Background: an optimization exercise with open tools, aiming at small area, a short achievable clock period and few clock cycles. Do not read the settings as production practice.
At most, simulation tests tie the RTL to the original design; equivalence was not proved.

==> inputs of v37 <==
Design rpn_stack_evaluator, start of the top module:
module rpn_stack_evaluator (
	input  logic                           clk,
	input  logic                           arst_n,
	input  logic                           s_tvalid,
	output logic                           s_tready,
	input  logic [rse_pkg::SYM_W-1:0]      s_tdata,    
	input  logic                           s_tlast,
	output logic                           m_tvalid,
	input  logic                           m_tready,
	output logic [rse_pkg::WORD_W-1:0]     m_tdata,    
	output logic                           m_tuser     
);
	localparam int W   = rse_pkg::WORD_W;
	localparam int D   = rse_pkg::STACK_DEPTH;
	localparam int CW  = rse_pkg::CNT_W;
	localparam int K   = 7;           
	localparam int R   = D - K;       
	localparam int PHW = 6;
	localparam logic [1:0] S_CH  = 2'd0;
	localparam logic [1:0] S_MUL = 2'd1;
	localparam logic [1:0] S_DIV = 2'd2;
	localparam logic [1:0] S_DNORM = 2'd3;
	localparam logic [1:0] C_HOLD = 2'd0;
	localparam logic [1:0] C_WR0  = 2'd1;    
	localparam logic [1:0] C_PUSH = 2'd2;    
	localparam logic [1:0] C_POP  = 2'd3;    
	localparam logic [2:0] V_ACC  = 3'd0;
	localparam logic [2:0] V_ALU  = 3'd1;
	localparam logic [2:0] V_MUL  = 3'd2;
	localparam logic [2:0] V_DIV  = 3'd3;
	localparam logic [2:0] V_KEEP = 3'd4;
  ...
clock: 10.0 ns
lec_check: 0
cap_margin: 20
core_margin: 2
core_utilization: 40
slew_margin: 20
standard.sh (not shown) runs the stock make flow with config.mk's settings and CLKGATE_MAP_FILE= SYNTH_SCRIPT=/design/flow/synth_recipe.tcl, a recipe that flattens the netlist after the stock synthesis.
==> flow/flow/run.sh <==
#!/bin/bash
set -euo pipefail
bash standard.sh SETUP_SLACK_MARGIN=6.5 finish > flow_make.log 2>&1
==> inputs of v31, as changes to v37 <==
--- a/flow/design.v
+++ b/flow/design.v
@@ -45,44 +45,26 @@
 		blen = '0;
 		for (int i = 0; i < W; i++) begin
 			if (x[i]) begin
 				blen = 6'(i + 1);
 			end
 		end
 	endfunction
-	function automatic logic [2:0] bdec(input logic [2:0] d);
+	function automatic logic [W:0] booth(input logic [2:0] d, input logic [W-1:0] m);
+		logic [W-1:0] a;
+		logic         n;
 		case (d)
-			3'b001, 3'b010: bdec = 3'b001;
-			3'b011:         bdec = 3'b010;
-			3'b100:         bdec = 3'b110;
-			3'b101, 3'b110: bdec = 3'b101;
-			default:        bdec = 3'b000;
+			3'b001, 3'b010: begin a = m;                 n = 1'b0; end
+			3'b011:         begin a = {m[W-2:0], 1'b0};  n = 1'b0; end
+			3'b100:         begin a = {m[W-2:0], 1'b0};  n = 1'b1; end
+			3'b101, 3'b110: begin a = m;                 n = 1'b1; end
+			default:        begin a = '0;                n = 1'b0; end
 		endcase
+		booth = {n, n ? ~a : a};
 	endfunction
-	function automatic logic [W-1:0] bsel(input logic [2:0] c, input logic [W-1:0] m);
-		logic [W-1:0] a;
-		a = ({W{c[0]}} & m) | ({W{c[1]}} & {m[W-2:0], 1'b0});
-		bsel = c[2] ? ~a : a;
-	endfunction
-	logic          rdy;
-	logic          bv;
-	logic          blast;
-	logic          bdig;
-	logic          bplus;
-	logic          bminus;
-	logic          bstar;
-	logic          bslash;
-	logic [3:0]    bdv;
-	logic          in_take;
-	logic          in_dig;
-	logic          in_plus;
-	logic          in_minus;
-	logic          in_star;
-	logic          in_slash;
-	logic          ld_p;
 	logic          pv;
 	logic          plast;
 	logic          pdig;
 	logic          pplus;
 	logic          pminus;
 	logic          pstar;
 	logic          pslash;
@@ -100,16 +82,15 @@
 	logic [W*K-1:0] tc;
 	logic [W*R-1:0] ring;
 	logic [PHW-1:0] ph;
 	logic [CW-1:0]  phf;     
 	logic [W:0]    wm;
 	logic [W-1:0]  wn;
 	logic [W-1:0]  wz;
-	logic [2:0]    bd0;
-	logic [2:0]    bd1;
+	logic          nb;
 	logic          mlast;
 	logic          qs;
 	logic          dz;
 	logic [5:0]    itc;
 	logic [W-1:0]  t0;
 	logic [W-1:0]  t1;
 	logic [W-1:0]  tk;
@@ -138,16 +119,16 @@
 	logic          div_step;
 	logic          div_norm;
 	logic [W-1:0]  alu_res;
 	logic [W-1:0]  acc_x;
 	logic [W-1:0]  acc_d;
 	logic [W-1:0]  acc_res;
 	logic [W-1:0]  t0_new;
-	logic [W-1:0]  pp0;
-	logic [W-1:0]  pp1;
+	logic [W:0]    pp0;
+	logic [W:0]    pp1;
 	logic [W-1:0]  mul_sum;
 	logic          mswap;
 	logic [W-1:0]  mn;
 	logic [W-1:0]  abs_a;
 	logic [W-1:0]  abs_b;
 	logic [5:0]    la;
 	logic [5:0]    lb;
@@ -167,17 +148,17 @@
 	assign cnt_pop = c2 ? (cnt - CW'(1)) : CW'(1);
 	assign fill_ok  = ck || (cnt == phf);
 	assign spill_ok = (cnt < CW'(K)) || (cnt == (phf - CW'(1)));
 	assign alu_res = t1m + (alu_sub ? ~t0m : t0m) + W'(alu_sub);
 	assign acc_x   = in_num ? t0 : '0;
 	assign acc_d   = (in_num ? neg : pend) ? (W'(0) - W'(pdv)) : W'(pdv);
 	assign acc_res = (acc_x << 3) + (acc_x << 1) + acc_d;
-	assign pp0     = bsel(bd0, wm[W-1:0]);
-	assign pp1     = bsel(bd1, {wm[W-3:0], 2'b00});
-	assign mul_sum = wz + pp0 + pp1 + W'(bd0[2]) + W'(bd1[2]);
+	assign pp0     = booth({wn[1:0], nb}, wm[W-1:0]);
+	assign pp1     = booth(wn[3:1], {wm[W-3:0], 2'b00});
+	assign mul_sum = wz + pp0[W-1:0] + pp1[W-1:0] + W'(pp0[W]) + W'(pp1[W]);
 	assign mswap   = ((t1m ^ {W{t1m[W-1]}}) < (t0m ^ {W{t0m[W-1]}}));
 	assign mn      = mswap ? t1m : t0m;
 	assign abs_a   = t1m[W-1] ? (W'(0) - t1m) : t1m;
 	assign abs_b   = t0m[W-1] ? (W'(0) - t0m) : t0m;
 	assign la      = blen(t1m ^ {W{t1m[W-1]}}) + 6'(t1m[W-1]);
 	assign lb      = blen(t0m ^ {W{t0m[W-1]}});
 	assign bz      = (t0m == '0);
@@ -317,45 +298,36 @@
 						consume = 1'b1;
 						st_n    = S_CH;
 					end
 				end
 			endcase
 		end
 	end
-	assign s_tready = rdy;
-	assign in_take  = s_tvalid && rdy;
-	assign in_dig   = (s_tdata >= rse_pkg::CH_ZERO) && (s_tdata <= rse_pkg::CH_NINE);
-	assign in_plus  = (s_tdata == rse_pkg::CH_PLUS);
-	assign in_minus = (s_tdata == rse_pkg::CH_MINUS);
-	assign in_star  = (s_tdata == rse_pkg::CH_STAR);
-	assign in_slash = (s_tdata == rse_pkg::CH_SLASH);
-	assign ld_p     = !pv || consume;
+	assign s_tready = !pv || consume;
 	always_ff @(posedge clk) begin
 		ring <= {ring[W*(R-1)-1:0], (spill ? tk : rout)};
 		case (cop)
 			C_WR0: tc[W-1:0] <= t0_new;
 			C_PUSH: tc <= {tc[W*(K-1)-1:0], t0_new};
 			C_POP: tc <= {rout, tc[W*K-1:2*W], t0_new};
 			default: ;
 		endcase
 	end
 	always_ff @(posedge clk) begin
 		if (mul_setup) begin
 			wm    <= {1'b0, mswap ? t0m : t1m};
 			wn    <= mn;
 			wz    <= '0;
-			bd0   <= bdec({mn[1:0], 1'b0});
-			bd1   <= bdec(mn[3:1]);
+			nb    <= 1'b0;
 			mlast <= (&mn[W-1:3]) || !(|mn[W-1:3]);
 		end else if (mul_step) begin
 			wm    <= {wm[W-4:0], 4'b0000};
 			wn    <= {{4{wn[W-1]}}, wn[W-1:4]};
 			wz    <= mul_sum;
-			bd0   <= bdec(wn[5:3]);
-			bd1   <= bdec(wn[7:5]);
+			nb    <= wn[3];
 			mlast <= (&wn[W-1:7]) || !(|wn[W-1:7]);
 		end else if (div_setup) begin
 			wn  <= abs_a;
 			wm  <= {1'b0, abs_b};
 			wz  <= '0;
 			itc <= dk;
 			qs  <= t1m[W-1] ^ t0m[W-1];
@@ -369,23 +341,14 @@
 			wm  <= {1'b0, wm[W:1]};
 			wz  <= qv;
 			itc <= itc - 6'd1;
 		end
 	end
 	always_ff @(posedge clk or negedge arst_n) begin
 		if (!arst_n) begin
-			rdy      <= 1'b0;
-			bv       <= 1'b0;
-			blast    <= 1'b0;
-			bdig     <= 1'b0;
-			bplus    <= 1'b0;
-			bminus   <= 1'b0;
-			bstar    <= 1'b0;
-			bslash   <= 1'b0;
-			bdv      <= '0;
 			pv       <= 1'b0;
 			plast    <= 1'b0;
 			pdig     <= 1'b0;
 			pplus    <= 1'b0;
 			pminus   <= 1'b0;
 			pstar    <= 1'b0;
 			pslash   <= 1'b0;
@@ -409,46 +372,26 @@
 			if (ph == PHW'(R - 1)) begin
 				ph  <= '0;
 				phf <= CW'(K + 1);
 			end else begin
 				ph  <= ph + PHW'(1);
 				phf <= phf + CW'(1);
 			end
-			if (ld_p) begin
-				if (bv) begin
-					pv     <= 1'b1;
-					plast  <= blast;
-					pdig   <= bdig;
-					pplus  <= bplus;
-					pminus <= bminus;
-					pstar  <= bstar;
-					pslash <= bslash;
-					pdv    <= bdv;
-				end else begin
-					pv     <= in_take;
-					plast  <= s_tlast;
-					pdig   <= in_dig;
-					pplus  <= in_plus;
-					pminus <= in_minus;
-					pstar  <= in_star;
-					pslash <= in_slash;
-					pdv    <= s_tdata[3:0];
-				end
-			end
-			if (in_take && (bv || !ld_p)) begin
-				blast  <= s_tlast;
-				bdig   <= in_dig;
-				bplus  <= in_plus;
-				bminus <= in_minus;
-				bstar  <= in_star;
-				bslash <= in_slash;
-				bdv    <= s_tdata[3:0];
+			if (s_tvalid && s_tready) begin
+				pv     <= 1'b1;
+				plast  <= s_tlast;
+				pdig   <= (s_tdata >= rse_pkg::CH_ZERO) && (s_tdata <= rse_pkg::CH_NINE);
+				pplus  <= (s_tdata == rse_pkg::CH_PLUS);
+				pminus <= (s_tdata == rse_pkg::CH_MINUS);
+				pstar  <= (s_tdata == rse_pkg::CH_STAR);
+				pslash <= (s_tdata == rse_pkg::CH_SLASH);
+				pdv    <= s_tdata[3:0];
+			end else if (consume) begin
+				pv <= 1'b0;
 			end
-			bv  <= ld_p ? (bv && in_take) : (bv || in_take);
-			rdy <= !((ld_p ? (bv || in_take) : 1'b1) && (ld_p ? (bv && in_take) : (bv || in_take)));
 			st <= st_n;
 			if (consume && plast) begin
 				m_tvalid <= 1'b1;
 				m_tdata  <= (err_n || (!c1 && (cop == C_HOLD))) ? '0 : t0_new;
 				m_tuser  <= err_n;
 				cnt      <= '0;
 				c1       <= 1'b0;
==> flow/run.sh (new file) <==
#!/bin/bash
# synth_recipe.tcl (not shown) runs the flow's synth.tcl, then flattens the netlist and writes it again
# the make line also repeats each setting of config.mk as NAME=value (left out here)
make -C /OpenROAD-flow-scripts/flow DESIGN_CONFIG=/design/flow/config.mk WORK_HOME=/design/flow/orfs CLKGATE_MAP_FILE= SYNTH_SCRIPT=/design/flow/synth_recipe.tcl finish
==> flow/config.mk (replaced) <==
export PLATFORM = sky130hd
export DESIGN_NAME = rpn_stack_evaluator
export DESIGN_NICKNAME = rpn_stack_evaluator
export VERILOG_FILES = /design/flow/design.v
export SDC_FILE = /design/flow/constraint.sdc
export NUM_CORES = 4
export LEC_CHECK = 0
export ABC_CLOCK_PERIOD_IN_PS = 4500
export CAP_MARGIN = 20
export CORE_MARGIN = 2
export CORE_UTILIZATION = 40
export SETUP_SLACK_MARGIN = 5
export SLEW_MARGIN = 20
removed: flow/flow/run.sh
removed: flow/standard.sh
==> notes.md <==
Initial DRT Pass Iterations: v37 10; v31 9
Sequential cell area: v37 48,500 sq um; v31 48,000 sq um
Post-Place Setup Slack: v37 4230 ps; v31 3470 ps
Routed wirelength normalized by instance count: v37 24.1 microns; v31 21.7 microns
Met1 GRT Util: v37 30.9%; v31 27.9%
Total cell area at the placement stage: v37 78,500 sq um; v31 76,500 sq um
Depth of the critical timing path with buffers and inverters included: v37 21; v31 10
Row cnt: v37 158; v31 157
Starting density of the core: v37 40.3%; v31 40.2%
Worst Hold Endpoint: v37 ring[203]; v31 ring[821]
Final HPWL from detailed placement: v37 139 mm; v31 127 mm
Fill cells: v37 15,900; v31 16,400
Post-route clock skew: v37 62.2 ps; v31 96.3 ps
Count of sequential standard cells: v37 2,247; v31 2,230
Number of multi-input combinational cells in the layout: v37 3,421; v31 3,301
Worst setup path end: v37 m_tdata[31]; v31 s_tready
Maximum number of pins on one net before global-route repair: v37 80; v31 135
Finished Layout Cells: v37 9,298; v31 8,665
Status: v37 finished clean; v31 finished clean
Testbench counts of v31, summed over its fixed seeds: cycles 45,392.
Only the layout flow was run in v37; the RTL was not checked for function there.

[re-timing with driven ports]
No port has a modelled driver above. Below, the same layouts with a new extraction and two added sets of constraints. Step 1 sets driving cells, clkbuf_16 on the clock port and buf_2 on the other inputs (assumed; they add their load-dependent delay and slew). Step 2 moves the port delays by t, midway between the first and last clock arrival at a register: inputs arrive t later, outputs are due t later. That takes back most of the time a late clock gives input paths. a / b / c = ideal / step 1 / step 2; a / b = the first two.
run | t, ns | setup slack, ns | worst setup path at the end | latest minus earliest clock arrival (ns) | worst register clock-pin slew, ns
v37 | 0.904 | 5.509 / 5.509 / 5.509 | register to register | 0.063 / 0.064 | 0.07 / 0.07
v31 | 0.891 | 5.043 / 4.964 / 5.108 | register to register | 0.105 / 0.105 | 0.08 / 0.08
After both steps every run listed still meets setup and hold.
